This design comes from an exercise in tuning for small area, a short achievable clock period and few clock cycles on the open sky130 flow, not from production work.
In this exercise RTL edits were held to simulation tests only and were not proved equivalent to the original.
No driver is modelled on the clock port, so clocking that relies on it looks cheaper here than on a real chip.
Power is estimated from default activity; no workload was simulated.

--- flow/config.mk ---
export PLATFORM = sky130hd
export DESIGN_NAME = round_robin_thread_scheduler
export DESIGN_NICKNAME = round_robin_thread_scheduler
export VERILOG_FILES = /design/flow/design.v
export SDC_FILE = /design/flow/constraint.sdc
export NUM_CORES = 8
export LEC_CHECK = 0
export CAP_MARGIN = 20
export CORE_MARGIN = 2
export CORE_UTILIZATION = 52
export PLACE_DENSITY = 0.62
export SLEW_MARGIN = 20
export TNS_END_PERCENT = 5
--- flow/standard.sh ---
#!/bin/bash
# synth_recipe.tcl (not shown) runs the flow's synth.tcl, then flattens the netlist and writes it again
# the make line also repeats each setting of config.mk as NAME=value (left out here)
make -C /OpenROAD-flow-scripts/flow DESIGN_CONFIG=/design/flow/config.mk WORK_HOME=/design/flow/orfs CLKGATE_MAP_FILE= SYNTH_SCRIPT=/design/flow/synth_recipe.tcl "${@:-finish}"
--- flow/design.v ---
`default_nettype none
package rrts_pkg;
  typedef enum logic [2:0] {
    MODE_TICK   = 3'd0,
    MODE_SPAWN  = 3'd1,
    MODE_TERM   = 3'd2,
    MODE_BLOCK  = 3'd3,
    MODE_RESUME = 3'd4,
    MODE_SLEEP  = 3'd5,
    MODE_QUERY  = 3'd6,
    MODE_NOP    = 3'd7
  } mode_e;
  typedef enum logic [1:0] {
    STAT_OK       = 2'd0,
    STAT_NO_FREE  = 2'd1,
    STAT_NO_THR   = 2'd2,
    STAT_MAIN_SLP = 2'd3
  } status_e;
  typedef enum logic [1:0] {
    RS_READY   = 2'd0,
    RS_RUNNING = 2'd1,
    RS_BLOCKED = 2'd2
  } run_state_e;
  localparam logic [31:0] QuantaMax = 32'hFFFF_FFFF;
endpackage
`default_nettype wire
`default_nettype none
module rrts_sat_inc
(
  input  wire logic [31:0] a_i,
  output logic      [31:0] inc_o
);
  assign inc_o = (a_i == rrts_pkg::QuantaMax) ? a_i : a_i + 32'd1;
endmodule
`default_nettype wire
`default_nettype none
module round_robin_thread_scheduler
#(
  parameter int MAX_THREADS = 16
) (
  input  wire logic        clk_i,
  input  wire logic        rst_ni,
  input  wire logic        in_valid_i,
  output logic             in_stall_o,
  input  wire logic [2:0]  mode_i,
  input  wire logic [3:0]  thread_id_i,
  input  wire logic [15:0] sleep_quanta_i,
  output logic             out_valid_o,
  input  wire logic        out_stall_i,
  output logic [1:0]       status_o,
  output logic [31:0]      result_value_o,
  output logic [3:0]       running_thread_o,
  output logic             running_valid_o,
  output logic [31:0]      total_quanta_o
);
  localparam int N = 16;
  logic [N-1:0]  used_q, rdy_q, held_q, slp_q;
  logic [31:0]   ptq_q [N];
  logic [15:0]   dl_q  [N];
  logic [N*N-1:0] ob_q;
  logic [3:0]    cur_q;
  logic          curv_q;
  logic [31:0]   gq_q;
  logic          ov_q;
  logic [1:0]    st_q;
  logic [31:0]   val_q;
  logic          stall_q, qry_q, qv_q;
  logic          sw_q, pop_q, rq_q;
  logic          spawn_q, term_q, blk_q, res_q, slpc_q;
  logic [3:0]    tgt_q;
  assign in_stall_o = stall_q;
  logic accept;
  assign accept = in_valid_i & ~in_stall_o;
  function automatic logic older(input logic [N*N-1:0] m, input int i, input int j);
    older = (i < j) ? m[i*N+j] : ~m[j*N+i];
  endfunction
  logic [N-1:0] head_oh;
  always_comb begin
    for (int i = 0; i < N; i++) begin
      head_oh[i] = rdy_q[i];
      for (int j = 0; j < N; j++)
        if (j != i) head_oh[i] = head_oh[i] & (~rdy_q[j] | older(ob_q, i, j));
    end
  end
  logic [3:0] head;
  always_comb begin
    head = '0;
    for (int i = 0; i < N; i++) if (head_oh[i]) head = head | 4'(i);
  end
  logic qne;
  assign qne = |rdy_q;
  logic [3:0] fid;
  logic       anyfree;
  always_comb begin
    fid = '0;
    for (int i = N-1; i >= 0; i--) if (!used_q[i]) fid = 4'(i);
  end
  assign anyfree = ~&used_q;
  logic [N-1:0] rsel_q, rsel_d;
  logic [31:0]  rdat, rinc;
  always_comb begin
    rdat = '0;
    for (int i = 0; i < N; i++) rdat = rdat | (ptq_q[i] & {32{rsel_q[i]}});
  end
  rrts_sat_inc u_inc (.a_i(rdat), .inc_o(rinc));
  logic [31:0] gq_inc;
  rrts_sat_inc u_ginc (.a_i(gq_q), .inc_o(gq_inc));
  logic is_tick, is_spawn, is_term, is_blk, is_res, is_slp, is_qry;
  assign is_tick  = mode_i == rrts_pkg::MODE_TICK;
  assign is_spawn = mode_i == rrts_pkg::MODE_SPAWN;
  assign is_term  = mode_i == rrts_pkg::MODE_TERM;
  assign is_blk   = mode_i == rrts_pkg::MODE_BLOCK;
  assign is_res   = mode_i == rrts_pkg::MODE_RESUME;
  assign is_slp   = mode_i == rrts_pkg::MODE_SLEEP;
  assign is_qry   = mode_i == rrts_pkg::MODE_QUERY;
  logic usedt, runt, slp_ok, swx, sw;
  assign usedt  = used_q[thread_id_i];
  assign runt   = curv_q & (cur_q == thread_id_i);
  assign slp_ok = curv_q & (cur_q != 4'd0);
  assign swx    = ((is_term | is_blk) & runt) | (is_slp & slp_ok);
  assign sw     = is_tick | swx;
  logic [1:0] st_d;
  always_comb begin
    st_d = rrts_pkg::STAT_OK;
    if (is_spawn && !anyfree) st_d = rrts_pkg::STAT_NO_FREE;
    if ((is_term || is_blk || is_res || is_qry) && !usedt) st_d = rrts_pkg::STAT_NO_THR;
    if (is_slp && !curv_q) st_d = rrts_pkg::STAT_NO_THR;
    if (is_slp && curv_q && cur_q == 4'd0) st_d = rrts_pkg::STAT_MAIN_SLP;
  end
  logic [3:0] cur_d;
  logic       curv_d;
  always_comb begin
    cur_d  = cur_q;
    curv_d = curv_q;
    if (is_tick) begin
      if (qne) begin
        cur_d  = head;
        curv_d = 1'b1;
      end
    end else if (swx) begin
      cur_d  = qne ? head : 4'd0;
      curv_d = qne;
    end
  end
  always_comb begin
    rsel_d = '0;
    if (is_qry) rsel_d[thread_id_i] = 1'b1;
    else if ((is_tick || swx) && qne) rsel_d = head_oh;
    else if (!swx && curv_q) rsel_d[cur_q] = 1'b1;
  end
  logic [15:0] qm2_q;
  logic        fwq_q;
  always_ff @(posedge clk_i) begin
    qm2_q <= sleep_quanta_i - 16'd2;
    fwq_q <= (sleep_quanta_i[15:1] == 15'd0) | (&gq_q[31:1]);
  end
  logic [N-1:0] dhit_q;
  always_ff @(posedge clk_i) begin
    dhit_q[0] <= 1'b0;
    for (int i = 1; i < N; i++) dhit_q[i] <= dl_q[i] == gq_q[15:0];
  end
  always_ff @(posedge clk_i or negedge rst_ni) begin
    if (!rst_ni) begin
      ov_q   <= 1'b0;
      stall_q <= 1'b0;
      qry_q  <= 1'b0;
      cur_q  <= 4'd0;
      curv_q <= 1'b1;
      rsel_q <= N'(1);
      gq_q   <= 32'd1;
    end else begin
      stall_q <= accept | qry_q | (ov_q & out_stall_i);
      qry_q <= accept & is_qry;
      if (ov_q && !out_stall_i) ov_q <= 1'b0;
      if (qry_q) ov_q <= 1'b1;
      if (accept) begin
        ov_q   <= ~is_qry;
        cur_q  <= cur_d;
        curv_q <= curv_d;
        rsel_q <= rsel_d;
        if (sw) gq_q <= gq_inc;
      end
    end
  end
  always_ff @(posedge clk_i) begin
    if (accept) begin
      st_q  <= st_d;
      val_q <= (is_spawn && anyfree) ? 32'(fid) : 32'd0;
    end
    if (qv_q) val_q <= rdat;
  end
  always_ff @(posedge clk_i) begin
    sw_q    <= accept & sw;
    qv_q    <= accept & is_qry & usedt;
    pop_q   <= accept & sw & qne;
    rq_q    <= accept & is_tick & curv_q & qne;
    spawn_q <= accept & is_spawn & anyfree;
    term_q  <= accept & is_term & usedt;
    blk_q   <= accept & is_blk & usedt;
    res_q   <= accept & is_res & usedt;
    slpc_q  <= accept & is_slp & slp_ok;
    tgt_q   <= is_spawn ? fid : ((is_tick | is_slp) ? cur_q : thread_id_i);
  end
  logic        fw, dsat;
  logic [16:0] dsum;
  logic [15:0] dl_d;
  assign dsum = {1'b0, gq_q[15:0]} + {1'b0, qm2_q};
  assign dsat = (dsum[16] | (&dsum[15:0])) & (&gq_q[31:16]);
  assign dl_d = dsat ? 16'hFFFE : dsum[15:0];
  assign fw   = slpc_q & fwq_q;
  always_ff @(posedge clk_i) begin
    for (int i = 1; i < N; i++)
      if (slpc_q && tgt_q == 4'(i)) dl_q[i] <= dl_d;
  end
  logic [N-1:0] tsel, wake, push, rqsel;
  always_comb begin
    for (int i = 0; i < N; i++) begin
      tsel[i]  = tgt_q == 4'(i);
      rqsel[i] = rq_q & tsel[i];
      if (i == 0) wake[i] = 1'b0;
      else wake[i] = sw_q & used_q[i] & slp_q[i] & dhit_q[i];
      push[i] = rqsel[i] | (wake[i] & ~held_q[i]) | ((fw | spawn_q) & tsel[i])
              | (res_q & tsel[i] & used_q[i] & ~rdy_q[i] & ~slp_q[i]
                 & ~(curv_q & cur_q == 4'(i)));
    end
  end
  always_ff @(posedge clk_i or negedge rst_ni) begin
    if (!rst_ni) begin
      used_q <= N'(1);
      rdy_q  <= '0;
      held_q <= '0;
      slp_q  <= '0;
    end else begin
      for (int i = 0; i < N; i++) begin
        if (tsel[i] && spawn_q) begin
          used_q[i] <= 1'b1;
          held_q[i] <= 1'b0;
          slp_q[i]  <= 1'b0;
        end
        if (tsel[i] && term_q) begin
          used_q[i] <= 1'b0;
          held_q[i] <= 1'b0;
          slp_q[i]  <= 1'b0;
        end
        if (tsel[i] && blk_q) held_q[i] <= 1'b1;
        if (tsel[i] && res_q) held_q[i] <= 1'b0;
        if (i != 0 && tsel[i] && slpc_q && !fw) slp_q[i] <= 1'b1;
        if (wake[i]) slp_q[i] <= 1'b0;
        if ((pop_q && cur_q == 4'(i)) || (tsel[i] && (term_q || blk_q))) rdy_q[i] <= 1'b0;
        if (push[i]) rdy_q[i] <= 1'b1;
      end
    end
  end
  always_ff @(posedge clk_i) begin
    for (int i = 0; i < N; i++)
      for (int j = i + 1; j < N; j++)
        if (push[i] || push[j]) ob_q[i*N+j] <= push[j] & ~(push[i] & rqsel[j]);
  end
  logic [31:0]  pwd;
  logic [N-1:0] pwe;
  assign pwd = rinc & {32{~spawn_q}};
  assign pwe = ({N{spawn_q}} & tsel) | ({N{sw_q}} & rsel_q);
  always_ff @(posedge clk_i or negedge rst_ni) begin
    if (!rst_ni) ptq_q[0] <= 32'd1;
    else if (pwe[0]) ptq_q[0] <= pwd;
  end
  always_ff @(posedge clk_i) begin
    for (int i = 1; i < N; i++)
      if (pwe[i]) ptq_q[i] <= pwd;
  end
  assign out_valid_o      = ov_q;
  assign status_o         = st_q;
  assign result_value_o   = val_q;
  logic [3:0]  curo_q;
  logic        curvo_q;
  logic [31:0] gqo_q;
  always_ff @(posedge clk_i) begin
    if (accept) begin
      curo_q  <= cur_d;
      curvo_q <= curv_d;
    end
    if (!rst_ni) gqo_q <= gq_q;
    else if (accept && sw) gqo_q <= gq_inc;
  end
  assign running_thread_o = curo_q;
  assign running_valid_o  = curvo_q;
  assign total_quanta_o   = gqo_q;
endmodule
`default_nettype wire
--- flow/flow/iobuf.tcl ---
# Size up the port buffers: the standard flow leaves slow delay cells or small buffers on the
# ports whose paths already meet the repair target.
proc iobuf_fix { inst } {
  set cell [get_property $inst ref_name]
  if { [string match "*dly*" $cell] || [string match "*__buf_1" $cell] || [string match "*__buf_2" $cell] } {
    puts "iobuf: [get_full_name $inst] $cell -> sky130_fd_sc_hd__buf_4"
    replace_cell [get_full_name $inst] sky130_fd_sc_hd__buf_4
  }
}
foreach port [all_outputs] {
  set net [get_nets -quiet [get_full_name $port]]
  if { $net == "" } { continue }
  foreach pin [get_pins -quiet -of_objects $net -filter "direction == output"] {
    iobuf_fix [get_cells -of_objects $pin]
  }
}
foreach port [all_inputs] {
  set name [get_full_name $port]
  if { $name == "clk_i" } { continue }
  set net [get_nets -quiet $name]
  if { $net == "" } { continue }
  foreach pin [get_pins -quiet -of_objects $net -filter "direction == input"] {
    iobuf_fix [get_cells -of_objects $pin]
  }
}
--- flow/flow/run.sh ---
#!/bin/bash
# Standard layout with a tighter setup repair target (the clock stays at the design's period),
# a clock tree of fewer buffers and no dummy loads, port buffers sized up before clock tree
# synthesis, and cells stepped down in size after it wherever the worst slack allows.
cp standard.sh standard_copy.txt
export SETUP_SLACK_MARGIN=${SETUP_SLACK_MARGIN_OVERRIDE:-8.6}
export CTS_ARGS="-sink_clustering_enable -repair_clock_nets -dont_use_dummy_load -sink_clustering_size 22 -sink_clustering_max_diameter 100 -buf_list {sky130_fd_sc_hd__clkbuf_16}"
export PRE_CTS_TCL=$PWD/flow/iobuf.tcl
export POST_CTS_TCL=$PWD/flow/downsize.tcl
bash standard.sh > standard.log 2>&1
--- flow/constraint.sdc ---
create_clock -name core_clock -period 12.0 [get_ports {clk_i}]
set_input_delay 2.4000 -clock core_clock [delete_from_list [all_inputs] [get_ports {clk_i}]]
set_output_delay 2.4000 -clock core_clock [all_outputs]
set_load 0.01 [all_outputs]
--- flow/flow/downsize.tcl ---
estimate_parasitics -placement
# Area recovery: step each cell down to the next smaller drive of the same function while the
# worst setup slack stays at or above what it was, and no max slew / capacitance violation appears.
proc ds_smaller { master } {
  # sky130_fd_sc_hd__<func>_<n> -> list of smaller sizes of the same function, largest first
  if { ![regexp {^(sky130_fd_sc_hd__[a-z0-9]+)_([0-9]+)$} $master -> base n] } { return {} }
  set out {}
  foreach lc [get_lib_cells ${base}_*] {
    set name [get_name $lc]
    if { [regexp "^${base}_(\[0-9\]+)\$" $name -> m] && $m < $n } { lappend out [list $m $name] }
  }
  set out [lsort -integer -decreasing -index 0 $out]
  return [lmap x $out { lindex $x 1 }]
}
set ds_dont_use [list]
foreach p $::env(DONT_USE_CELLS) { foreach lc [get_lib_cells -quiet $p] { lappend ds_dont_use [get_name $lc] } }
proc ds_violations {} {
  return [expr { [sta::max_slew_violation_count] + [sta::max_capacitance_violation_count] }]
}
set ds_target [expr { [sta::worst_slack -max] - 0.001 }]
set ds_viol [ds_violations]
puts "downsize: start wns [sta::worst_slack -max] viol $ds_viol"
set insts {}
foreach inst [get_cells *] {
  set m [get_property $inst ref_name]
  if { [string match "*clkbuf*" $m] || [string match "*tap*" $m] || [string match "*fill*" $m] || [string match "*decap*" $m] } { continue }
  if { [regexp {_([0-9]+)$} $m -> n] && $n > 1 } { lappend insts $inst }
}
set changed 0
foreach inst $insts {
  set name [get_full_name $inst]
  set orig [get_property $inst ref_name]
  foreach cand [ds_smaller $orig] {
    if { [lsearch -exact $ds_dont_use $cand] >= 0 } { continue }
    set cur [get_property [get_cells $name] ref_name]
    replace_cell $name $cand
    if { [sta::worst_slack -max] < $ds_target || [ds_violations] > $ds_viol } {
      replace_cell $name $cur
      break
    }
    incr changed
  }
}
puts "downsize: end wns [sta::worst_slack -max] changes $changed"
==> results.yml, run 1 <==
critical_path:
  rrSetupSlack_ns: 8.18
  crit_required_ns: 12.28
  crit_type: "flop to flop"
  arrival_ns: 4.10
  critPathMaxStageDelay_ns: 0.87
  end_kind: "flop"
  slowest_stage: "buf_2"
  ff2ff_path_depth: 4
  r2r_start: "tgt_q[3]"
  critPathMaxFanout: 23
  path_cells: "nand2_1, nor2_1, a22o_1, buf_2"
  start_kind: "flop"
  r2r_end: "ptq_q[14][14]"
timing:
  slew_viol_final: 0
  tns_ns: 0
  fin_skew_ns: 0.0685
  rsz0062_at_grt: "true"
  fin_crit_ns: 3.82
  slew-limit-headroom_pct: 17.5
  timing.hold.ws_ns: 0.468
  hold_viol: 0
  clock.fmax_mhz: 262
  fin_crit_sh_pct: 31.8
  setup_viol: 0
  max_slew.worst_pin.slew_ns: 1.23
clocking:
  clk_pin_slew_ns: 0.10
  insertion_delay_ns: 0.68
  cts_tree: "done"
  cts_num_sinks: 1106
synthesis:
  synth_top_area_cell: "edfxtp_1"
  ys_ff_latch: 1106
  synth-edff-count: 911
  syn_area_sq_um: 48100
  synthDistinctLibCells: 90
  synth_nets: 3665
  yosysSeqAreaShare_pct: 66.6
  ys_warn_count: 3
  syn_inst: 3609
  netlist_top_cells_count: "911 x edfxtp_1, 363 x nand2_1, 299 x xnor2_1"
  synth_area_leaders: "edfxtp_1 57%, dfrtp_1 7.5%, xnor2_1 5.4%, nand2_1 2.8%, a22o_1 2.5%"
  synth-async-reset-ratio_pct: 13.6
  syn_area_per_cell_sq_um: 13.3
  ys_dominant_reg_cell: "edfxtp_1"
  yosysMostFrequentCell: "edfxtp_1"
  synth_top_cell_area_share_pct: 56.9
drt:
  route.met2.wl_microns: 72800
  maxUsedRoutingLayer: "met5"
  dr.pass1.iters: 6
  drc_errors: 0
  met3WireLength_microns: 13100
  vias: 32857
  drt-met1-wl_microns: 60100
  via_per_inst: 6.75
  ant_nets: 0
  drt_iter0_drc: 4055
  finalWirelength_microns: 152000
  wire_per_inst_microns: 31.2
final_layout:
  final_cell_count_no_fill: 4869
  multi_input_area_sq_um: 15100
  area_growth_pct: 8.52
  fin_nets: 3738
  fill_cells: 7487
  ff_latch_area_sq_um: 32000
  drive_gt1_share_pct: 9.81
hold_path:
  hold_start: "qry_q"
  hold_end: "stall_q"
  hold_path_class: "flop to flop"
  holdPathStages: 2
placed_design:
  dp.cells: 4721
  dp_hpwl_microns: 88000
  numPortBuffers: 99
  place.gp.congestion: 0.926
flow_run:
  max_cap_viol_count: 0
global_route:
  grt_usage_pct: 31.5
  antenna_found_initial: 5
  grt_pass1_vias: 32407
  grt_max_degree: 80
  grt_overflow: 0
  grt_first_pass_wirelength_microns: 219000
pwr:
  powerDensity_nw_per_um2: 196
  ir_worst_vdd_mv: 0.121
  leakagePower_uw: 0.0182
floorplan:
  die_y_microns: 308
  core_sq_um: 91700
  row_count: 111
  die_w_microns: 308
  die_area_sq_um: 94900
  start_util_pct: 52.5
  io_pins: 100
outcome:
  outcome: "timing/DRC/antenna clean"
power breakdown:
group	total, uW	internal (uW)	switching [uW]
Sequential	5120	4930	193
Clock	2000	830	1170
Combinational	3130	1050	2070
Total	10200	6810	3430
metrics by stage:
step	cell area, sq um	setup WS (ns)	power [uW]	utilization (%)
2_1_floorplan	48200	7.84	6750	-
3_3_place_gp	50000	6.28	7610	54.5
3_5_place_dp	50000	6.27	7710	54.5
5_1_grt	52200	8.15	10600	56.9
6_report	52200	8.18	10200	56.9
worst max path at each step:
| stage | start | endpoint | cells after the start |
|---|---|---|---|
| 2_1_floorplan | thread_id_i[1] | gqo_q[0] | 7 |
| 3_3_place_gp | thread_id_i[1] | rsel_q[0] | 9 |
| 3_5_place_dp | thread_id_i[1] | rsel_q[0] | 9 |
| 5_1_grt | gq_q[3] | dl_q[3][0] | 11 |
| 6_report | tgt_q[3] | ptq_q[14][14] | 4 |
sequential cells by signal, summed over array words and instances (netlist names), 2 cells and up:
| name | cells |
|---|---|
| ptq_q | 512 |
| dl_q | 240 |
| ob_q | 120 |
| gq_q | 32 |
| gqo_q | 32 |
| val_q | 32 |
| qm2_q | 16 |
| rdy_q | 16 |
| rsel_q | 16 |
| used_q | 16 |
| dhit_q | 15 |
| held_q | 15 |
| slp_q | 15 |
| cur_q | 4 |
| curo_q | 4 |
| tgt_q | 4 |
| st_q | 2 |
worst max-delay path, delay by kind of cell (launching register included):
family	cells	cell delay, ns
and+or+nand+nor	2	1.01
buffers and inverters	1	0.87
AOI/OAI and AO/OA	1	0.79
DFF	1	0.74
layer usage:
metal / vias to the layer above / track usage (%)
met2: 1833 / 52.2
met4: 6 / 11.1
li1: 13884 / -
met5: - / 0
met1: 16778 / 42.7
met3: 356 / 4.64
layout by cell type, fill, tap and decap left out, drive strengths merged, types with 38 or more instances in the layout:
cell,synthesis,layout
a22oi,68,68
and4,38,38
nand3,57,57
buf,96,248
xor2,47,47
inv,59,58
xnor2,299,299
nor2b,38,38
a22o,137,137
edfxtp,911,911
nand4,119,119
dfxtp,45,45
dfrtp,145,145
nor3,53,53
a221oi,123,123
a21oi,172,172
nor2,118,119
o21ai,105,105
nand2,363,363
clkbuf,169,82
nor4,45,45
and3,38,38
layout make-up:
type	instances	area share [%]
multi-input cells	2179	29.0
inverters	63	0.460
diodes	3	0.0144
flip-flops and latches	1106	61.4
clock buffers	56	2.68
repair buffers	276	3.61
well taps	1186	2.84
logic make-up after synthesis:
group / synth area share [%]
AO/OA/AOI/OAI: 12.5
XOR/XNOR: 6.30
adder cells (fa/ha/maj): 0.770
buffers and inverters: 3.38
flip-flops: 66.6
multiplexers: 0.533
AND/OR/NAND/NOR: 9.99
Testbench counts, summed over its fixed seeds: cycles 49,907.
==> run 2, diff against run 1 <==
--- a/flow/config.mk
+++ b/flow/config.mk
@@ -9,5 +9,5 @@
 export CORE_MARGIN = 2
 export CORE_UTILIZATION = 52
 export PLACE_DENSITY = 0.62
-export SLEW_MARGIN = 20
-export TNS_END_PERCENT = 5
+export SLEW_MARGIN = 65
+export TNS_END_PERCENT = 0
==> run 2 against run 1 <==
Maximum frequency grew 3.1%. Sequential share of layout area shrank 0.32 points. Via count shrank 0.24%. Sequential cell count is the same. Clock skew shrank 0.0073 ns. Worst setup slack gained 0.11 ns.
==> results.yml, run 2 <==
global_route:
  antenna_found_initial: 5
  grt_pass1_vias: 32174
  grt_usage_pct: 31.4
  grt_first_pass_wirelength_microns: 218000
  grt_overflow: 0
  grt_max_degree: 80
placed_design:
  place.gp.congestion: 0.926
  placed_cell_area_sq_um: 50800
  numPortBuffers: 99
  dp_hpwl_microns: 88700
synthesis:
  ys_ff_latch: 1106
  synth-async-reset-ratio_pct: 13.6
  synthDistinctLibCells: 90
  synth_top_cell_area_share_pct: 56.9
  syn_area_per_cell_sq_um: 13.3
  ys_dominant_reg_cell: "edfxtp_1"
  synth_area_leaders: "edfxtp_1 57%, dfrtp_1 7.5%, xnor2_1 5.4%, nand2_1 2.8%, a22o_1 2.5%"
  ys_warn_count: 3
  netlist_top_cells_count: "911 x edfxtp_1, 363 x nand2_1, 299 x xnor2_1"
  synth_nets: 3665
  syn_inst: 3609
  synth_top_area_cell: "edfxtp_1"
  synth-edff-count: 911
  yosysSeqAreaShare_pct: 66.6
  yosysMostFrequentCell: "edfxtp_1"
  syn_area_sq_um: 48100
hold_path:
  hold_end: "stall_q"
  hold_start: "qry_q"
  holdPathStages: 2
  hold_path_class: "flop to flop"
critical_path:
  critical_path.top_delay_family: "flip-flops"
  end_kind: "output port"
  crit_required_ns: 9.60
  crit_type: "flop to output port"
  critPathMaxStageDelay_ns: 0.48
  r2r_start: "rsel_q[0]"
  slowest_stage: "edfxtp_1"
  rrSetupSlack_ns: 8.32
  ff2ff_path_depth: 12
  path_cells: "buf_1"
  r2r_end: "ptq_q[3][29]"
  arrival_ns: 1.31
  start_kind: "flop"
  critPathMaxFanout: 1
  worst-path-buf-inv: 1
timing:
  tns_ns: 0
  slew-limit-headroom_pct: 62.9
  fin_skew_ns: 0.0613
  setup_viol: 0
  timing.hold.ws_ns: 0.467
  hold_viol: 0
  slew_viol_final: 0
  clock.fmax_mhz: 270
  rsz0062_at_grt: "true"
  fin_crit_sh_pct: 30.9
  max_slew.worst_pin.slew_ns: 0.551
  fin_crit_ns: 3.71
drt:
  finalWirelength_microns: 151000
  drt_iter0_drc: 4047
  via_per_inst: 6.74
  drc_errors: 0
  ant_nets: 0
  dr.pass1.iters: 7
  vias: 32777
  wire_per_inst_microns: 31.1
clocking:
  clk_pin_slew_ns: 0.09
  cts_num_sinks: 1106
  insertion_delay_ns: 0.67
  cts_tree: "done"
pwr:
  leakagePower_uw: 0.0183
  powerDensity_nw_per_um2: 192
  power.total_uw: 10100
  ir_worst_vdd_mv: 0.108
floorplan:
  die_area_sq_um: 94900
  row_count: 111
  die_y_microns: 308
  start_util_pct: 52.5
  io_pins: 100
  core_sq_um: 91700
  die_w_microns: 308
final_layout:
  regMostFlops: "ptq_q"
  area_growth_pct: 9.17
  fin_nets: 3730
  reg_top3: "ptq_q (512), dl_q (240), ob_q (120)"
  layout_common_cells: "911 x edfxtp_1, 349 x nand2_1, 299 x xnor2_1"
  design_area_sq_um: 52500
  drive_gt1_share_pct: 11.9
  largest_register_ffs: 512
  layout_commonest_cell: "edfxtp_1"
  final_util_pct: 57.3
flow_run:
  max_cap_viol_count: 0
outcome:
  outcome: "timing/DRC/antenna clean"
[run 2: cell counts after synthesis]
No cell type changed its count.
[run 2: final cells by class]
type / count / area, sq um
clock buffer: 56 / 1400
inverter: 63 / 238
timing repair buffer: 269 / 1940
multi-input combinational: 2178 / 15400
fill: 7450 / 39200
sequential: 1106 / 32100
antenna: 3 / 7.51
tap: 1186 / 1480
[run 2: report_power, final]
part	switching, uW	internal (uW)	total (uW)
Sequential	199	4930	5130
Clock	1160	829	1990
Combinational	2020	915	2940
Total	3380	6670	10100
[run 2: stage by stage]
stage / setup slack, ns / std cells
after floorplan: 7.84 / 3609
after global placement: 6.28 / 4720
after detailed placement: 6.98 / 4742
after global routing: 8.24 / 4859
final: 8.29 / 4861
[run 2: worst reg2reg max path, cell delays in order (launching register included)]
cell and delay, ns:
dfstp_4 0.70, buf_12 0.19, a22o_1 0.18, a221oi_1 0.05
and4_4 0.25, or4_4 0.59, nor4_4 0.30, buf_6 0.19
a311oi_2 0.15, buf_4 0.20, a31oi_1 0.29, nor3_1 0.10
clkbuf_4 0.23
[run 2: per-layer routing]
metal,share of wire (%),up-vias,GRT usage [%]
li1,-,13875,-
met1,40,16829,42.3
met5,0.018,-,0
met3,8.3,344,4.55
met4,4.0,4,10.7
met2,48,1725,52.4
[run 2: worst max path at each step]
stage,start,endpoint,depth (start not counted)
2_1_floorplan,thread_id_i[1],gqo_q[0],7
3_3_place_gp,thread_id_i[1],rsel_q[0],9
3_5_place_dp,thread_id_i[2],gqo_q[28],7
5_1_grt,rsel_q[0],ptq_q[1][4],11
6_report,val_q[1],result_value_o[1],1
[run 2: kinds of logic (layout without fill, tap and decap cells)]
group / count (synthesis) / in the layout / share of synthesized area (%)
xor gates and xnor gates: 346 / 346 / 6.30
other: 0 / 3 / 0
AOI/OAI and AO/OA: 828 / 828 / 12.5
adders and majority gates: 29 / 29 / 0.770
DFF: 1106 / 1106 / 66.6
muxes: 18 / 18 / 0.533
and+or+nand+nor: 954 / 957 / 9.99
buffers and inverters: 328 / 388 / 3.38
==> run 3, diff against run 2 <==
--- a/flow/config.mk
+++ b/flow/config.mk
@@ -9,5 +9,5 @@
 export CORE_MARGIN = 2
 export CORE_UTILIZATION = 52
 export PLACE_DENSITY = 0.62
-export SLEW_MARGIN = 65
+export SLEW_MARGIN = 50
 export TNS_END_PERCENT = 0
==> run 3 against run 2 <==
Still clean on timing, DRC and antenna. Die area did not move. Sequential power barely moved. Cell area fell by 1.3%. Critical path type unchanged. Critical endpoint unchanged. Largest power group unchanged.
==> results.yml, run 3 <==
outcome:
  outcome: "timing/DRC/antenna clean"
synthesis:
  yosysSeqAreaShare_pct: 66.6
  synth_nets: 3665
  yosysMostFrequentCell: "edfxtp_1"
  syn_inst: 3609
  ys_warn_count: 3
  netlist_top_cells_count: "911 x edfxtp_1, 363 x nand2_1, 299 x xnor2_1"
  synthDistinctLibCells: 90
  ys_ff_latch: 1106
  ys_dominant_reg_cell: "edfxtp_1"
  synth-edff-count: 911
  synth-async-reset-ratio_pct: 13.6
  synth_top_area_cell: "edfxtp_1"
  synth_area_leaders: "edfxtp_1 57%, dfrtp_1 7.5%, xnor2_1 5.4%, nand2_1 2.8%, a22o_1 2.5%"
  syn_area_per_cell_sq_um: 13.3
  synth_top_cell_area_share_pct: 56.9
  syn_area_sq_um: 48100
timing:
  max_slew.worst_pin.slew_ns: 0.821
  timing.hold.ws_ns: 0.463
  slew_viol_final: 0
  hold_viol: 0
  clock.fmax_mhz: 267
  tns_ns: 0
  fin_crit_sh_pct: 31.3
  rsz0062_at_grt: "true"
  fin_skew_ns: 0.0636
  slew-limit-headroom_pct: 45.3
  setup_viol: 0
  fin_crit_ns: 3.75
drt:
  route.met2.wl_microns: 72600
  wire_per_inst_microns: 31.2
  drt_iter0_drc: 4528
  met3WireLength_microns: 12700
  drc_errors: 0
  via_per_inst: 6.77
  dr.pass1.iters: 6
  ant_nets: 0
  vias: 32656
  maxUsedRoutingLayer: "met5"
  finalWirelength_microns: 151000
  drt-met1-wl_microns: 60200
final_layout:
  layout_commonest_cell: "edfxtp_1"
  final_util_pct: 56.5
  layout_common_cells: "911 x edfxtp_1, 350 x nand2_1, 299 x xnor2_1"
  regMostFlops: "ptq_q"
  drive_gt1_share_pct: 9.23
  reg_top3: "ptq_q (512), dl_q (240), ob_q (120)"
  design_area_sq_um: 51800
  fin_nets: 3698
  largest_register_ffs: 512
  area_growth_pct: 7.75
pwr:
  ir_worst_vdd_mv: 0.140
  leakagePower_uw: 0.0181
  powerDensity_nw_per_um2: 191
critical_path:
  critical_path.top_delay_family: "flip-flops"
  critPathMaxStageDelay_ns: 0.48
  crit_path_end: "result_value_o[1]"
  path_cells: "buf_1"
  r2r_end: "ptq_q[7][25]"
  crit_cells: 1
  start_kind: "flop"
  end_kind: "output port"
  r2r_start: "rsel_q[14]"
  crit_type: "flop to output port"
  crit_required_ns: 9.60
  rrSetupSlack_ns: 8.30
  worst-path-buf-inv: 1
  slowest_stage: "edfxtp_1"
  cp-startpoint: "val_q[1]"
  ff2ff_path_depth: 11
  critPathMaxFanout: 1
  arrival_ns: 1.35
floorplan:
  die_y_microns: 308
  die_w_microns: 308
  row_count: 111
  core_sq_um: 91700
  die_area_sq_um: 94900
  io_pins: 100
  start_util_pct: 52.5
clocking:
  insertion_delay_ns: 0.70
  cts_tree: "done"
  clk_pin_slew_ns: 0.09
  cts_num_sinks: 1106
flow_run:
  max_cap_viol_count: 0
global_route:
  antenna_found_initial: 6
  grt_usage_pct: 31.5
  grt_pass1_vias: 32172
  grt_overflow: 0
  grt_first_pass_wirelength_microns: 219000
  grt_max_degree: 80
placed_design:
  placed_cell_area_sq_um: 50200
  place.gp.congestion: 0.926
  dp_hpwl_microns: 88400
  numPortBuffers: 99
hold_path:
  hold_path_class: "flop to flop"
-- run 3: stage by stage --
| stage | worst slack [ns] | instances | total power, uW |
|---|---|---|---|
| 5_1_grt | 8.22 | 4827 | 10300 |
| 2_1_floorplan | 7.84 | 3609 | 6750 |
| 3_3_place_gp | 6.28 | 4720 | 7610 |
| 6_report | 8.25 | 4827 | 9920 |
| 3_5_place_dp | 6.58 | 4722 | 7730 |
-- run 3: report_power, final --
part           leakage, uW  switching [uW]  internal [uW]
logic              0.00689            1950            824
clock network     0.000702            1180            843
registers           0.0105             195           4920
-- run 3: cells by family after synthesis --
kind of cell	after synthesis	share of synthesized area [%]
AOI/OAI and AO/OA	828	12.5
xor gates and xnor gates	346	6.30
adders and majority gates	29	0.770
buffers and inverters	328	3.38
DFF	1106	66.6
muxes	18	0.533
and+or+nand+nor	954	9.99
-- run 3: per-layer routing --
metal / vias up / track usage [%]
li1: 13799 / -
met1: 16775 / 43.1
met2: 1737 / 51.9
met3: 335 / 4.63
met4: 10 / 10.2
met5: - / 0
-- run 3: how the worst min path moves through the flow --
stage | start | to | slack, ns | depth (start not counted)
2_1_floorplan | qry_q | stall_q | 0.43 | 2
3_3_place_gp | qry_q | stall_q | 0.44 | 2
3_5_place_dp | qry_q | stall_q | 0.45 | 2
5_1_grt | qry_q | stall_q | 0.51 | 2
6_report | qry_q | stall_q | 0.46 | 2
-- run 3: final cells by class --
type	count	area (sq um)
multi-input combinational	2177	15100
tap	1186	1480
antenna	1	2.50
sequential	1106	32000
fill	7555	39800
timing repair buffer	237	1520
clock buffer	57	1430
inverter	63	236
==> run 4, diff against run 3 <==
--- a/flow/config.mk
+++ b/flow/config.mk
@@ -5,7 +5,7 @@
 export SDC_FILE = /design/flow/constraint.sdc
 export NUM_CORES = 8
 export LEC_CHECK = 0
-export CAP_MARGIN = 20
+export CAP_MARGIN = 40
 export CORE_MARGIN = 2
 export CORE_UTILIZATION = 52
 export PLACE_DENSITY = 0.62
==> run 4 against run 3 <==
Still clean. First-iteration DRC count unchanged. Global-route usage unchanged. Synthesized cell count unchanged. Via count unchanged. Largest power group unchanged.
==> results.yml, run 4 <==
drt:
  wire_per_inst_microns: 31.2
  dr.pass1.iters: 6
  drc_errors: 0
  drt_iter0_drc: 4528
  finalWirelength_microns: 151000
  ant_nets: 0
  vias: 32656
  via_per_inst: 6.77
final_layout:
  final_cell_count_no_fill: 4827
  reg_top3: "ptq_q (512), dl_q (240), ob_q (120)"
  fin_nets: 3698
  area_growth_pct: 7.75
  design_area_sq_um: 51800
  layout_common_cells: "911 x edfxtp_1, 350 x nand2_1, 299 x xnor2_1"
  layout_commonest_cell: "edfxtp_1"
  fill_cells: 7555
  drive_gt1_share_pct: 9.23
  largest_register_ffs: 512
  regMostFlops: "ptq_q"
  final_util_pct: 56.5
critical_path:
  arrival_ns: 1.35
  start_kind: "flop"
  critPathMaxStageDelay_ns: 0.48
  crit_type: "flop to output port"
  crit_required_ns: 9.60
  critPathMaxFanout: 1
  r2r_start: "rsel_q[14]"
  slowest_stage: "edfxtp_1"
  end_kind: "output port"
  cp-startpoint: "val_q[1]"
  critical_path.top_delay_family: "flip-flops"
  worst-path-buf-inv: 1
  path_cells: "buf_1"
global_route:
  grt_usage_pct: 31.5
  grt_pass1_vias: 32172
  grt_overflow: 0
  grt_first_pass_wirelength_microns: 219000
  grt_max_degree: 80
  antenna_found_initial: 6
pwr:
  leakagePower_uw: 0.0181
  powerDensity_nw_per_um2: 191
  clkPwrFrac_pct: 20.4
  pwr-share-comb_pct: 28.0
  switchingPower_uw: 3330
  power.total_uw: 9920
  swShare_pct: 33.5
  ir_worst_vdd_mv: 0.140
  p_int_uw: 6590
  seqPwrFrac_pct: 51.6
timing:
  setup_viol: 0
  slew_viol_final: 0
  fin_skew_ns: 0.0636
  max_slew.worst_pin.slew_ns: 0.821
  fin_crit_sh_pct: 31.3
  slew-limit-headroom_pct: 45.3
  fin_crit_ns: 3.75
  clock.fmax_mhz: 267
  hold_viol: 0
  tns_ns: 0
  rsz0062_at_grt: "true"
clocking:
  insertion_delay_ns: 0.70
  cts_num_sinks: 1106
  clk_pin_slew_ns: 0.09
  cts_tree: "done"
synthesis:
  syn_area_sq_um: 48100
  ys_ff_latch: 1106
  yosysSeqAreaShare_pct: 66.6
  synth_top_area_cell: "edfxtp_1"
  yosysMostFrequentCell: "edfxtp_1"
  netlist_top_cells_count: "911 x edfxtp_1, 363 x nand2_1, 299 x xnor2_1"
  synth-async-reset-ratio_pct: 13.6
  synth_top_cell_area_share_pct: 56.9
  ys_warn_count: 3
  synth_area_leaders: "edfxtp_1 57%, dfrtp_1 7.5%, xnor2_1 5.4%, nand2_1 2.8%, a22o_1 2.5%"
  ys_dominant_reg_cell: "edfxtp_1"
  syn_area_per_cell_sq_um: 13.3
  syn_inst: 3609
  synth-edff-count: 911
  synthDistinctLibCells: 90
  synth_nets: 3665
placed_design:
  place.gp.congestion: 0.926
  placed_cell_area_sq_um: 50200
  dp_hpwl_microns: 88400
  numPortBuffers: 99
  dp.cells: 4722
floorplan:
  row_count: 111
  die_w_microns: 308
  io_pins: 100
  core_sq_um: 91700
  start_util_pct: 52.5
  die_area_sq_um: 94900
  die_y_microns: 308
hold_path:
  hold_start: "qry_q"
  hold_path_class: "flop to flop"
flow_run:
  max_cap_viol_count: 0
outcome:
  outcome: "timing/DRC/antenna clean"
==> run 4: cell counts in the layout (fill, tap and decap cells not counted) <==
Identical to the previous run, type by type.
==> run 4: layout make-up <==
type / instances / area (sq um) / area share, %
timing repair buffer: 237 / 1520 / 2.94
sequential: 1106 / 32000 / 61.8
multi-input combinational: 2177 / 15100 / 29.2
tap: 1186 / 1480 / 2.86
inverter: 63 / 236 / 0.456
antenna: 1 / 2.50 / 0.00483
clock buffer: 57 / 1430 / 2.75
==> run 4: worst paths after layout <==
check | end | slack [ns] | depth (start not counted)
worst max-delay path | result_value_o[1] | 8.25 | 1
worst min-delay path | stall_q | 0.46 | 2
worst max register to register | ptq_q[7][25] | 8.30 | 11
worst min register to register | stall_q | 0.46 | 2
max in group asynchronous | rdy_q[3] | 8.73 | 3
min in group asynchronous | gq_q[6] | 1.62 | 1
==> run 4: stage by stage <==
step	hold WS, ns	setup slack (ns)
3_5_place_dp	0.448	6.58
5_1_grt	0.515	8.22
2_1_floorplan	0.427	7.84
3_3_place_gp	0.443	6.28
6_report	0.463	8.25
==> run 4: power groups by stage <==
stage	Combinational, uW	Sequential, uW	Clock (uW)
finish	2780	5120	2020
detailed placement	2510	5220	0
global route	2960	5130	2170
floorplan	1660	5090	0
global placement	2400	5210	0
==> run 4: cells by family (layout without fill, tap and decap cells) <==
| family | after synthesis | count (layout) | synth area share, % |
|---|---|---|---|
| AO/OA/AOI/OAI | 828 | 828 | 12.5 |
| buffers and inverters | 328 | 357 | 3.38 |
| other | 0 | 1 | 0 |
| multiplexers | 18 | 18 | 0.533 |
| adder cells (fa/ha/maj) | 29 | 29 | 0.770 |
| XOR/XNOR | 346 | 346 | 6.30 |
| flip-flops | 1106 | 1106 | 66.6 |
| AND/OR/NAND/NOR | 954 | 956 | 9.99 |
==> run 4: routing by layer <==
layer  track usage, %  up-vias  share of wire, %
met5                0        -             0.044
met4             10.2       10               3.4
met3             4.63      335               8.4
met2             51.9     1737                48
met1             43.1    16775                40
li1                 -    13799                 -
==> run 5, diff against run 4 <==
--- a/flow/config.mk
+++ b/flow/config.mk
@@ -5,9 +5,9 @@
 export SDC_FILE = /design/flow/constraint.sdc
 export NUM_CORES = 8
 export LEC_CHECK = 0
-export CAP_MARGIN = 40
+export CAP_MARGIN = 20
 export CORE_MARGIN = 2
 export CORE_UTILIZATION = 52
 export PLACE_DENSITY = 0.62
-export SLEW_MARGIN = 50
+export SLEW_MARGIN = 30
 export TNS_END_PERCENT = 0
==> run 5 against run 4 <==
Hold slack better by 0.013 ns. Non-clock buffer count down 3. Die area unchanged. Sequential cell count unchanged. Global-route usage down 0.082 points. Largest cell class unchanged.
==> results.yml, run 5 <==
outcome:
  outcome: "timing/DRC/antenna clean"
synthesis:
  yosysMostFrequentCell: "edfxtp_1"
  synth_nets: 3665
  synth-edff-count: 911
  synthDistinctLibCells: 90
  ys_ff_latch: 1106
  ys_warn_count: 3
  synth-async-reset-ratio_pct: 13.6
  syn_inst: 3609
  synth_top_cell_area_share_pct: 56.9
  netlist_top_cells_count: "911 x edfxtp_1, 363 x nand2_1, 299 x xnor2_1"
  ys_dominant_reg_cell: "edfxtp_1"
  syn_area_sq_um: 48100
  synth_area_leaders: "edfxtp_1 57%, dfrtp_1 7.5%, xnor2_1 5.4%, nand2_1 2.8%, a22o_1 2.5%"
  syn_area_per_cell_sq_um: 13.3
  synth_top_area_cell: "edfxtp_1"
  yosysSeqAreaShare_pct: 66.6
final_layout:
  drive_gt1_share_pct: 8.08
  design_area_sq_um: 51600
  final_cell_count_no_fill: 4825
  area_growth_pct: 7.37
  largest_register_ffs: 512
  fill_cells: 7617
  reg_top3: "ptq_q (512), dl_q (240), ob_q (120)"
  layout_commonest_cell: "edfxtp_1"
  regMostFlops: "ptq_q"
  final_util_pct: 56.3
  layout_common_cells: "911 x edfxtp_1, 350 x nand2_1, 298 x xnor2_1"
  fin_nets: 3695
critical_path:
  worst-path-buf-inv: 1
  crit_required_ns: 9.60
  r2r_start: "tgt_q[3]"
  start_kind: "flop"
  cp-startpoint: "val_q[1]"
  end_kind: "output port"
  critPathMaxStageDelay_ns: 0.46
  crit_cells: 1
  slowest_stage: "edfxtp_1"
  r2r_end: "ptq_q[14][14]"
  critical_path.top_delay_family: "flip-flops"
  rrSetupSlack_ns: 8.32
  critPathMaxFanout: 1
  path_cells: "clkbuf_2"
  crit_type: "flop to output port"
  ff2ff_path_depth: 4
  crit_path_end: "result_value_o[1]"
  arrival_ns: 1.32
clocking:
  clk_pin_slew_ns: 0.09
  cts_num_sinks: 1106
  cts_tree: "done"
  insertion_delay_ns: 0.69
pwr:
  powerDensity_nw_per_um2: 192
  leakagePower_uw: 0.0180
  switchingPower_uw: 3330
  seqPwrFrac_pct: 51.5
  swShare_pct: 33.6
  clkPwrFrac_pct: 20.2
  pwr-share-comb_pct: 28.2
  ir_worst_vdd_mv: 0.139
  p_int_uw: 6600
drt:
  drc_errors: 0
  ant_nets: 0
  drt_iter0_drc: 4094
  finalWirelength_microns: 150000
  wire_per_inst_microns: 31.1
  via_per_inst: 6.77
  dr.pass1.iters: 6
  vias: 32658
floorplan:
  die_area_sq_um: 94900
  core_sq_um: 91700
  io_pins: 100
  row_count: 111
  die_w_microns: 308
  start_util_pct: 52.5
  die_y_microns: 308
timing:
  hold_viol: 0
  tns_ns: 0
  setup_viol: 0
  slew-limit-headroom_pct: 31.5
  timing.hold.ws_ns: 0.476
  fin_crit_ns: 3.72
  fin_skew_ns: 0.0739
  fin_crit_sh_pct: 31.0
  max_slew.worst_pin.slew_ns: 1.03
  slew_viol_final: 0
  rsz0062_at_grt: "true"
  clock.fmax_mhz: 269
global_route:
  grt_pass1_vias: 32256
  grt_max_degree: 80
  antenna_found_initial: 5
  grt_first_pass_wirelength_microns: 218000
  grt_usage_pct: 31.4
  grt_overflow: 0
hold_path:
  holdPathStages: 2
  hold_path_class: "flop to flop"
placed_design:
  placed_cell_area_sq_um: 50000
  dp_hpwl_microns: 88000
  dp.cells: 4720
  numPortBuffers: 99
  place.gp.congestion: 0.926
flow_run:
  max_cap_viol_count: 0
run 5: kinds of logic (layout without fill, tap and decap cells):
group	count (synthesis)	count (layout)	synth area share (%)
buf+inv	328	354	3.38
compound gates	828	828	12.5
fa+ha+maj	29	29	0.770
other cells	0	2	0
mux	18	18	0.533
flops	1106	1106	66.6
simple gates	954	956	9.99
xor+xnor	346	346	6.30
run 5: worst min path at each step:
stage / from / to / slack, ns
global placement: qry_q / stall_q / 0.44
detailed placement: qry_q / stall_q / 0.45
floorplan: qry_q / stall_q / 0.43
global route: qry_q / stall_q / 0.52
finish: qry_q / stall_q / 0.48
run 5: worst reg2reg max path, cell delays in order (launching register included):
cell,delay [ns]
dfxtp_1,0.73
nand2_1,0.24
nor2_1,0.81
a22o_1,0.83
clkbuf_4,0.67
run 5: through the flow:
stage               total power, uW  setup slack (ns)
finish                         9930              8.28
global route                  10300              8.24
detailed placement             7710              6.62
global placement               7610              6.28
floorplan                      6750              7.84
run 5: area by class of cell:
class,count,area (sq um),share of cell area [%]
Antenna cell,2,5.00,0.00969
Clock buffer,57,1430,2.76
Inverter,63,236,0.458
Multi-Input combinational cell,2177,15100,29.2
Sequential cell,1106,32000,62.0
Tap cell,1186,1480,2.87
Timing Repair Buffer,234,1410,2.74
run 5: metal layers:
layer	routed length, microns	up-vias	global-route usage, %	part of all wire (%)
met5	47	-	0	0.031
met4	5570	8	10.4	3.7
met3	12900	361	4.27	8.6
met2	71500	1727	52.0	48
met1	59800	16740	42.9	40
li1	-	13822	-	-
run 5: power by group through the flow:
stage,combinational [uW],clock (uW),sequential (uW)
global route,2980,2150,5130
floorplan,1660,0,5090
finish,2800,2010,5110
detailed placement,2490,0,5220
global placement,2400,0,5210
==> run 6, diff against run 5 <==
--- a/flow/config.mk
+++ b/flow/config.mk
@@ -9,5 +9,5 @@
 export CORE_MARGIN = 2
 export CORE_UTILIZATION = 52
 export PLACE_DENSITY = 0.62
-export SLEW_MARGIN = 30
+export SLEW_MARGIN = 35
 export TNS_END_PERCENT = 0
==> run 6 against run 5 <==
Worst setup slack got worse by 0.0038 ns. Via count about the same. Critical path type unchanged. Cell area increased by 0.26%. Non-clock buffer count increased by 9. Core utilization increased by 0.14 points. Global-route usage decreased by 0.16 points.
==> results.yml, run 6 <==
global_route:
  grt_busiest_layer: "met2"
  antenna_found_initial: 4
  grtUsageMet2_pct: 51.5
  grt_usage_pct: 31.2
  grt_first_pass_wirelength_microns: 217000
  grt.met1_usage_pct: 42.5
  grt_max_degree: 80
  use_met3_pct: 4.92
  grt_pass1_vias: 31874
  grt_overflow: 0
final_layout:
  reg_top3: "ptq_q (512), dl_q (240), ob_q (120)"
  layout_common_cells: "911 x edfxtp_1, 350 x nand2_1, 299 x xnor2_1"
  largest_register_ffs: 512
  area_growth_pct: 7.65
  fin_nets: 3703
  regMostFlops: "ptq_q"
  drive_gt1_share_pct: 9.03
  layout_commonest_cell: "edfxtp_1"
  final_cell_count_no_fill: 4836
timing:
  slew_viol_final: 0
  fin_skew_ns: 0.0776
  clock.fmax_mhz: 269
  fin_crit_ns: 3.72
  max_slew.worst_pin.slew_ns: 0.996
  rsz0062_at_grt: "true"
  hold_viol: 0
  timing.hold.ws_ns: 0.492
  fin_crit_sh_pct: 31.0
  tns_ns: 0
  slew-limit-headroom_pct: 33.4
  setup_viol: 0
floorplan:
  die_y_microns: 308
  row_count: 111
  io_pins: 100
  core_sq_um: 91700
  die_area_sq_um: 94900
  die_w_microns: 308
  start_util_pct: 52.5
outcome:
  outcome: "timing/DRC/antenna clean"
synthesis:
  synth_top_cell_area_share_pct: 56.9
  yosysMostFrequentCell: "edfxtp_1"
  synth_nets: 3665
  synthDistinctLibCells: 90
  synth-async-reset-ratio_pct: 13.6
  yosysSeqAreaShare_pct: 66.6
  ys_warn_count: 3
  netlist_top_cells_count: "911 x edfxtp_1, 363 x nand2_1, 299 x xnor2_1"
  syn_area_sq_um: 48100
  ys_ff_latch: 1106
  synth_top_area_cell: "edfxtp_1"
  syn_area_per_cell_sq_um: 13.3
  synth_area_leaders: "edfxtp_1 57%, dfrtp_1 7.5%, xnor2_1 5.4%, nand2_1 2.8%, a22o_1 2.5%"
  ys_dominant_reg_cell: "edfxtp_1"
  synth-edff-count: 911
  syn_inst: 3609
critical_path:
  end_kind: "output port"
  critPathMaxFanout: 1
  worst-path-buf-inv: 1
  crit_type: "flop to output port"
  arrival_ns: 1.32
  crit_required_ns: 9.60
  path_cells: "clkbuf_2"
  slowest_stage: "edfxtp_1"
  ff2ff_path_depth: 9
  crit_path_end: "result_value_o[1]"
  r2r_start: "rsel_q[0]"
  crit_cells: 1
  critical_path.top_delay_family: "flip-flops"
  rrSetupSlack_ns: 8.30
  start_kind: "flop"
  r2r_end: "ptq_q[15][25]"
  critPathMaxStageDelay_ns: 0.48
  cp-startpoint: "val_q[1]"
placed_design:
  place.gp.congestion: 0.926
  dp.cells: 4721
  dp_hpwl_microns: 88100
  numPortBuffers: 99
drt:
  drc_errors: 0
  drt_iter0_drc: 3980
  via_per_inst: 6.75
  wire_per_inst_microns: 31.1
  ant_nets: 0
  dr.pass1.iters: 6
  finalWirelength_microns: 150000
  vias: 32646
clocking:
  cts_tree: "done"
  clk_pin_slew_ns: 0.09
  cts_num_sinks: 1106
  insertion_delay_ns: 0.68
pwr:
  ir_worst_vdd_mv: 0.144
  leakagePower_uw: 0.0180
  powerDensity_nw_per_um2: 191
hold_path:
  hold_path_class: "flop to flop"
  holdPathStages: 2
flow_run:
  max_cap_viol_count: 0
-- run 6: cell count changes in the layout (fill, tap and decap cells not counted), moves of 8 or more --
cell | before | now
nand2_4 | 4 | 12
buf_4 | 37 | 49
buf_1 | 108 | 100
buf_6 | 8 | 18
dfrtp_1 | 142 | 130
nand2_2 | 9 | 1
dfrtp_2 | 3 | 12
-- run 6: how the worst min path moves through the flow --
stage / from / endpoint / slack (ns)
3_5_place_dp: qry_q / stall_q / 0.45
5_1_grt: ptq_q[0][31] / ptq_q[0][31] / 0.52
6_report: ptq_q[0][12] / ptq_q[0][12] / 0.49
2_1_floorplan: qry_q / stall_q / 0.43
3_3_place_gp: qry_q / stall_q / 0.44
-- run 6: layout make-up --
class,count,area [sq um]
Antenna cell,5,12.5
Clock buffer,56,1400
Fill cell,7517,39900
Inverter,63,240
Multi-Input combinational cell,2177,15100
Sequential cell,1106,32000
Tap cell,1186,1480
Timing Repair Buffer,243,1520
-- run 6: logic make-up after synthesis --
kind of cell | share of synthesized area, %
buf+inv | 3.38
fa+ha+maj | 0.770
xor+xnor | 6.30
simple gates | 9.99
flops | 66.6
mux | 0.533
compound gates | 12.5
-- run 6: per-stage QoR --
stage	total power, uW	utilization [%]	setup slack (ns)	area, sq um
after global placement	7610	54.5	6.28	50000
after global routing	10200	56.5	8.24	51800
after floorplan	6750	-	7.84	48200
after detailed placement	7720	54.6	6.62	50100
final	9890	56.5	8.28	51800
-- run 6: metal layers --
layer | wire length [microns] | vias up
met5 | 0 | -
met4 | 5450 | 0
met3 | 13300 | 319
met2 | 72100 | 1766
met1 | 59400 | 16742
li1 | - | 13819
-- run 6: power by group --
group,leakage [uW],total [uW],internal (uW),switching [uW]
Clock,0.000690,1990,829,1160
Combinational,0.00691,2780,828,1950
Sequential,0.0104,5120,4930,192
-- run 6: worst reg2reg max path, cell delays in order (launching register included) --
cell and delay (ns):
dfstp_4 0.69, buf_12 0.21, a22o_1 0.20, a221oi_1 0.05, and4_1 0.34, nor4_4 0.45
nand2_1 0.23, a311o_2 0.48, or4_4 0.48, and3b_2 0.30
==> run 7, diff against run 6 <==
--- a/flow/config.mk
+++ b/flow/config.mk
@@ -9,5 +9,5 @@
 export CORE_MARGIN = 2
 export CORE_UTILIZATION = 52
 export PLACE_DENSITY = 0.62
-export SLEW_MARGIN = 35
+export SLEW_MARGIN = 20
 export TNS_END_PERCENT = 0
==> run 7 against run 6 <==
Hold slack got worse by 0.022 ns. Core utilization fell by 0.41 points. Maximum frequency fell by 2.1%. Worst setup slack got worse by 0.079 ns. Synthesized cell count did not move. Cell count fell by 0.45%. Synthesized area did not move. Largest power group unchanged. First-iteration DRC count rose by 1.3%. Register-to-register slack got worse by 0.10 ns. Clock skew fell by 0.014 ns. Sequential cell count did not move.
==> results.yml, run 7 <==
outcome:
  outcome: "timing/DRC/antenna clean"
timing:
  fin_skew_ns: 0.0635
  setup_viol: 0
  clock.fmax_mhz: 263
  rsz0062_at_grt: "true"
  tns_ns: 0
  hold_viol: 0
  fin_crit_ns: 3.80
  setup_slack_ns: 8.20
  max_slew.worst_pin.slew_ns: 1.25
  fin_crit_sh_pct: 31.7
  slew-limit-headroom_pct: 16.2
  slew_viol_final: 0
final_layout:
  regMostFlops: "ptq_q"
  fin_nets: 3682
  reg_top3: "ptq_q (512), dl_q (240), ob_q (120)"
  fill_cells: 7550
  layout_common_cells: "911 x edfxtp_1, 350 x nand2_1, 299 x xnor2_1"
  largest_register_ffs: 512
  drive_gt1_share_pct: 7.84
  area_growth_pct: 6.87
  layout_commonest_cell: "edfxtp_1"
floorplan:
  row_count: 111
  die_area_sq_um: 94900
  die_y_microns: 308
  io_pins: 100
  start_util_pct: 52.5
  core_sq_um: 91700
  die_w_microns: 308
pwr:
  clkPwrFrac_pct: 20.2
  p_int_uw: 6550
  swShare_pct: 33.5
  ir_worst_vdd_mv: 0.112
  powerDensity_nw_per_um2: 192
  leakagePower_uw: 0.0178
  seqPwrFrac_pct: 51.9
  switchingPower_uw: 3310
  pwr-share-comb_pct: 27.8
drt:
  dr.pass1.iters: 6
  drt_iter0_drc: 4030
  ant_nets: 0
  vias: 32445
  via_per_inst: 6.74
  wire_per_inst_microns: 31.1
  drc_errors: 0
  finalWirelength_microns: 150000
synthesis:
  ys_warn_count: 3
  yosysSeqAreaShare_pct: 66.6
  synth-edff-count: 911
  synth_top_cell_area_share_pct: 56.9
  ys_dominant_reg_cell: "edfxtp_1"
  netlist_top_cells_count: "911 x edfxtp_1, 363 x nand2_1, 299 x xnor2_1"
  syn_area_sq_um: 48100
  synth_top_area_cell: "edfxtp_1"
  synth-async-reset-ratio_pct: 13.6
  syn_inst: 3609
  synthDistinctLibCells: 90
  synth_area_leaders: "edfxtp_1 57%, dfrtp_1 7.5%, xnor2_1 5.4%, nand2_1 2.8%, a22o_1 2.5%"
  syn_area_per_cell_sq_um: 13.3
  ys_ff_latch: 1106
  synth_nets: 3665
  yosysMostFrequentCell: "edfxtp_1"
clocking:
  insertion_delay_ns: 0.67
  cts_tree: "done"
  cts_num_sinks: 1106
  clk_pin_slew_ns: 0.10
critical_path:
  rrSetupSlack_ns: 8.20
  worst-path-buf-inv: 1
  crit_required_ns: 12.28
  critPathMaxFanout: 23
  slowest_stage: "buf_2"
  r2r_start: "tgt_q[3]"
  crit_type: "flop to flop"
  end_kind: "flop"
  path_cells: "nand2_1, nor2_1, a22o_1, buf_2"
  r2r_end: "ptq_q[14][14]"
  critical_path.top_delay_family: "simple AND/OR/NAND/NOR gates"
  ff2ff_path_depth: 4
  arrival_ns: 4.08
  critPathMaxStageDelay_ns: 0.86
  start_kind: "flop"
placed_design:
  dp_hpwl_microns: 88000
  place.gp.congestion: 0.926
  dpl_worst_slack_ns: 6.27
  numPortBuffers: 99
global_route:
  grt_usage_pct: 31.2
  grtUsageMet2_pct: 51.7
  use_met3_pct: 4.47
  grt_overflow: 0
  grt_pass1_vias: 32082
  grt_busiest_layer: "met2"
  grt_first_pass_wirelength_microns: 217000
  grt.met1_usage_pct: 42.3
  grt_max_degree: 80
  antenna_found_initial: 5
hold_path:
  hold_start: "qry_q"
  hold_end: "stall_q"
  hold_path_class: "flop to flop"
  holdPathStages: 2
flow_run:
  max_cap_viol_count: 0
==> run 7: changes by cell type in the layout (fill, tap and decap cells not counted), moves of 4 or more <==
| cell | previous run | this run |
|---|---|---|
| and4_1 | 29 | 33 |
| buf_1 | 100 | 109 |
| buf_12 | 8 | 4 |
| buf_4 | 49 | 33 |
| clkbuf_4 | 8 | 4 |
| nand2_2 | 1 | 13 |
| nand2_4 | 12 | 0 |
| nor3_2 | 7 | 3 |
==> run 7: logic make-up after synthesis <==
| family | after synthesis | synth area share, % |
|---|---|---|
| flops | 1106 | 66.6 |
| compound gates | 828 | 12.5 |
| xor+xnor | 346 | 6.30 |
| buf+inv | 328 | 3.38 |
| mux | 18 | 0.533 |
| fa+ha+maj | 29 | 0.770 |
| simple gates | 954 | 9.99 |
==> run 7: power by group through the flow <==
stage | combinational (uW) | sequential, uW | clock, uW
6_report | 2750 | 5120 | 1990
5_1_grt | 2920 | 5130 | 2140
3_5_place_dp | 2490 | 5220 | 0
3_3_place_gp | 2400 | 5210 | 0
2_1_floorplan | 1660 | 5090 | 0
==> run 7: cell type report <==
| type | instances | area [sq um] | area share [%] |
|---|---|---|---|
| sequential | 1106 | 32000 | 62.3 |
| multi-input combinational | 2177 | 15000 | 29.1 |
| tap | 1186 | 1480 | 2.89 |
| clock buffer | 56 | 1400 | 2.73 |
| timing repair buffer | 222 | 1250 | 2.44 |
| inverter | 63 | 240 | 0.467 |
| antenna | 4 | 10.0 | 0.0195 |
==> run 7: worst max path at each step <==
stage | from | end | slack [ns] | cells past startpoint
floorplan | thread_id_i[1] | gqo_q[0] | 7.84 | 7
global placement | thread_id_i[1] | rsel_q[0] | 6.28 | 9
detailed placement | thread_id_i[1] | rsel_q[0] | 6.27 | 9
global route | rsel_q[0] | ptq_q[11][26] | 8.14 | 11
finish | tgt_q[3] | ptq_q[14][14] | 8.20 | 4
==> run 7: metal layers <==
layer	share of wire (%)	vias to the layer above
met5	0.0080	-
met3	8.4	342
met1	40	16635
met4	3.8	2
li1	-	13756
met2	48	1710
==> run 7: worst min-delay path: stages (launching register included) <==
cell and delay, ns:
dfrtp_1 0.33, a21oi_1 0.05, nand2_1 0.06
==> run 7: through the flow <==
stage | area, sq um | util, % | total power, uW | hold WS, ns | std cells
after detailed placement | 50000 | 54.5 | 7710 | 0.448 | 4721
after global placement | 50000 | 54.5 | 7610 | 0.443 | 4720
final | 51400 | 56.1 | 9860 | 0.470 | 4814
after floorplan | 48200 | - | 6750 | 0.427 | 3609
after global routing | 51400 | 56.1 | 10200 | 0.517 | 4811
==> run 8, diff against run 7 <==
--- a/flow/config.mk
+++ b/flow/config.mk
@@ -9,5 +9,5 @@
 export CORE_MARGIN = 2
 export CORE_UTILIZATION = 52
 export PLACE_DENSITY = 0.62
-export SLEW_MARGIN = 20
+export SLEW_MARGIN = 40
 export TNS_END_PERCENT = 0
==> run 8 against run 7 <==
Sequential power barely moved. Worst setup slack improved by 0.13 ns. Largest cell class unchanged. Via count rose by 0.89%. Critical path depth fell by 3. Sequential cell count did not move. Largest power group unchanged. Sequential share of layout area fell by 0.52 points. Highest routed layer unchanged. Die area did not move. Maximum frequency rose by 3.4%. Clock skew fell by 0.019 ns. Hold slack improved by 0.020 ns.
==> results.yml, run 8 <==
pwr:
  switchingPower_uw: 3320
  powerDensity_nw_per_um2: 191
  pwr-share-comb_pct: 28.3
  leakagePower_uw: 0.0181
  seqPwrFrac_pct: 51.7
  p_int_uw: 6590
  ir_worst_vdd_mv: 0.118
  swShare_pct: 33.5
  clkPwrFrac_pct: 20.1
critical_path:
  critPathMaxStageDelay_ns: 0.48
  critical_path.top_delay_family: "flip-flops"
  crit_type: "flop to output port"
  critPathMaxFanout: 1
  rrSetupSlack_ns: 8.34
  crit_required_ns: 9.60
  worst-path-buf-inv: 1
  arrival_ns: 1.27
  path_cells: "buf_1"
  end_kind: "output port"
  slowest_stage: "edfxtp_1"
  start_kind: "flop"
synthesis:
  synthDistinctLibCells: 90
  synth_area_leaders: "edfxtp_1 57%, dfrtp_1 7.5%, xnor2_1 5.4%, nand2_1 2.8%, a22o_1 2.5%"
  ys_ff_latch: 1106
  netlist_top_cells_count: "911 x edfxtp_1, 363 x nand2_1, 299 x xnor2_1"
  ys_dominant_reg_cell: "edfxtp_1"
  synth-compound-area-share_pct: 12.5
  synth_top_cell_area_share_pct: 56.9
  synth_top_area_cell: "edfxtp_1"
  synth-edff-count: 911
  synth-async-reset-ratio_pct: 13.6
  synth_nets: 3665
  yosysMostFrequentCell: "edfxtp_1"
  synth-xor-area-share_pct: 6.30
  syn_inst: 3609
  synthAdderAreaFrac_pct: 0.770
  yosysSeqAreaShare_pct: 66.6
  synth_top_family_by_area: "compound AO/OA/AOI/OAI gates"
  syn_area_per_cell_sq_um: 13.3
  syn_area_sq_um: 48100
  muxShareOfSynthArea_pct: 0.533
  ys_warn_count: 3
  synth-simple-area-share_pct: 9.99
timing:
  fin_skew_ns: 0.0441
  clock.fmax_mhz: 272
  max_slew.worst_pin.slew_ns: 1.01
  rsz0062_at_grt: "true"
  tns_ns: 0
  slew-limit-headroom_pct: 31.1
  setup_viol: 0
  fin_crit_ns: 3.67
  hold_viol: 0
  timing.hold.ws_ns: 0.490
  slew_viol_final: 0
  fin_crit_sh_pct: 30.6
floorplan:
  die_y_microns: 308
  die_area_sq_um: 94900
  row_count: 111
  start_util_pct: 52.5
  core_sq_um: 91700
  io_pins: 100
  die_w_microns: 308
outcome:
  outcome: "timing/DRC/antenna clean"
drt:
  wire_per_inst_microns: 31.2
  vias: 32733
  finalWirelength_microns: 151000
  drc_errors: 0
  via_per_inst: 6.77
  dr.pass1.iters: 7
  ant_nets: 0
  drt_iter0_drc: 3999
final_layout:
  multi_input_area_sq_um: 15100
  fin_nets: 3705
  largest_register_ffs: 512
  design_area_sq_um: 51800
  regMostFlops: "ptq_q"
  layout_commonest_cell: "edfxtp_1"
  drive_gt1_share_pct: 8.64
  fill_cells: 7594
  area_growth_pct: 7.68
  reg_top3: "ptq_q (512), dl_q (240), ob_q (120)"
  ff_latch_area_sq_um: 32000
  layout_common_cells: "911 x edfxtp_1, 349 x nand2_1, 298 x xnor2_1"
placed_design:
  dp_hpwl_microns: 88000
  numPortBuffers: 99
  placed_cell_area_sq_um: 50100
  place.gp.congestion: 0.926
global_route:
  grt_usage_pct: 31.3
  grt_overflow: 0
  grt_first_pass_wirelength_microns: 217000
  grt_pass1_vias: 32077
  antenna_found_initial: 3
  grt_max_degree: 80
flow_run:
  max_cap_viol_count: 0
clocking:
  insertion_delay_ns: 0.66
  cts_num_sinks: 1106
  cts_tree: "done"
  clk_pin_slew_ns: 0.11
hold_path:
  hold_path_class: "flop to flop"
[run 8: path summary, 6_finish.rpt]
| path | start | to | depth (start not counted) |
|---|---|---|---|
| max | st_q[1] | status_o[1] | 1 |
| min | qry_q | stall_q | 2 |
| max reg2reg | rsel_q[0] | ptq_q[9][25] | 12 |
| min reg2reg | qry_q | stall_q | 2 |
| max in group asynchronous | rst_ni | slp_q[1] | 4 |
| min in group asynchronous | rst_ni | gq_q[4] | 1 |
[run 8: layout make-up]
class	count	area share, %
clock buffers	56	2.71
multi-input cells	2178	29.1
well taps	1186	2.87
diodes	1	0.00483
inverters	63	0.457
flip-flops and latches	1106	61.8
repair buffers	244	3.08
[run 8: power by group through the flow]
| stage | clock [uW] | sequential, uW | combinational, uW |
|---|---|---|---|
| 3_5_place_dp | 0 | 5220 | 2500 |
| 5_1_grt | 2140 | 5130 | 2970 |
| 6_report | 1990 | 5120 | 2800 |
| 2_1_floorplan | 0 | 5090 | 1660 |
| 3_3_place_gp | 0 | 5210 | 2400 |
[run 8: routing by layer]
layer	global-route usage [%]	wire length, microns
met1	42.6	59800
met2	52.1	72300
met3	4.61	13200
met4	9.50	5550
met5	0	22
[run 8: kinds of logic (layout without fill, tap and decap cells)]
group / after synthesis / in the layout
compound gates: 828 / 828
other cells: 0 / 1
fa+ha+maj: 29 / 29
xor+xnor: 346 / 346
simple gates: 954 / 957
flops: 1106 / 1106
mux: 18 / 18
buf+inv: 328 / 363
[run 8: per-stage QoR]
stage,power [uW],setup slack (ns),cells,util (%)
after floorplan,6750,7.84,3609,-
after global placement,7610,6.28,4720,54.5
after detailed placement,7720,6.60,4720,54.6
after global routing,10200,8.28,4834,56.5
final,9910,8.33,4834,56.5

## port drivers added, routing unchanged
Ports are ideal in the flow. The routed layouts listed here were re-timed in OpenROAD. Step 1: set_driving_cell puts a clkbuf_16 on clk_i and a buf_2 on each other input, an assumption about the parent block. Step 2 moves the port delays by t, midway between the first and last clock arrival at a register: inputs arrive t later, outputs are due t later. That takes back most of the time a late clock gives input paths. Three values: no drivers, after step 1, after step 2; two values: the first two.
run	shift t [ns]	setup WS [ns]	slew at the worst register clock pin (ns)
run 1	0.713	8.179 / 8.179 / 7.489	0.10 / 0.10
run 2	0.708	8.293 / 8.221 / 7.553	0.10 / 0.10
run 3	0.739	8.248 / 8.175 / 7.585	0.10 / 0.10
run 4	0.739	8.248 / 8.175 / 7.585	0.10 / 0.10
run 5	0.728	8.282 / 8.211 / 7.547	0.10 / 0.10
run 6	0.713	8.278 / 8.204 / 7.584	0.10 / 0.10
run 7	0.712	8.199 / 8.199 / 7.503	0.10 / 0.10
run 8	0.709	8.325 / 8.251 / 7.579	0.11 / 0.11
After both steps setup and hold are still met in every run listed. The setup slack of run 8, which loses most, moves by -0.074 ns with the drivers and by -0.746 ns with both steps.
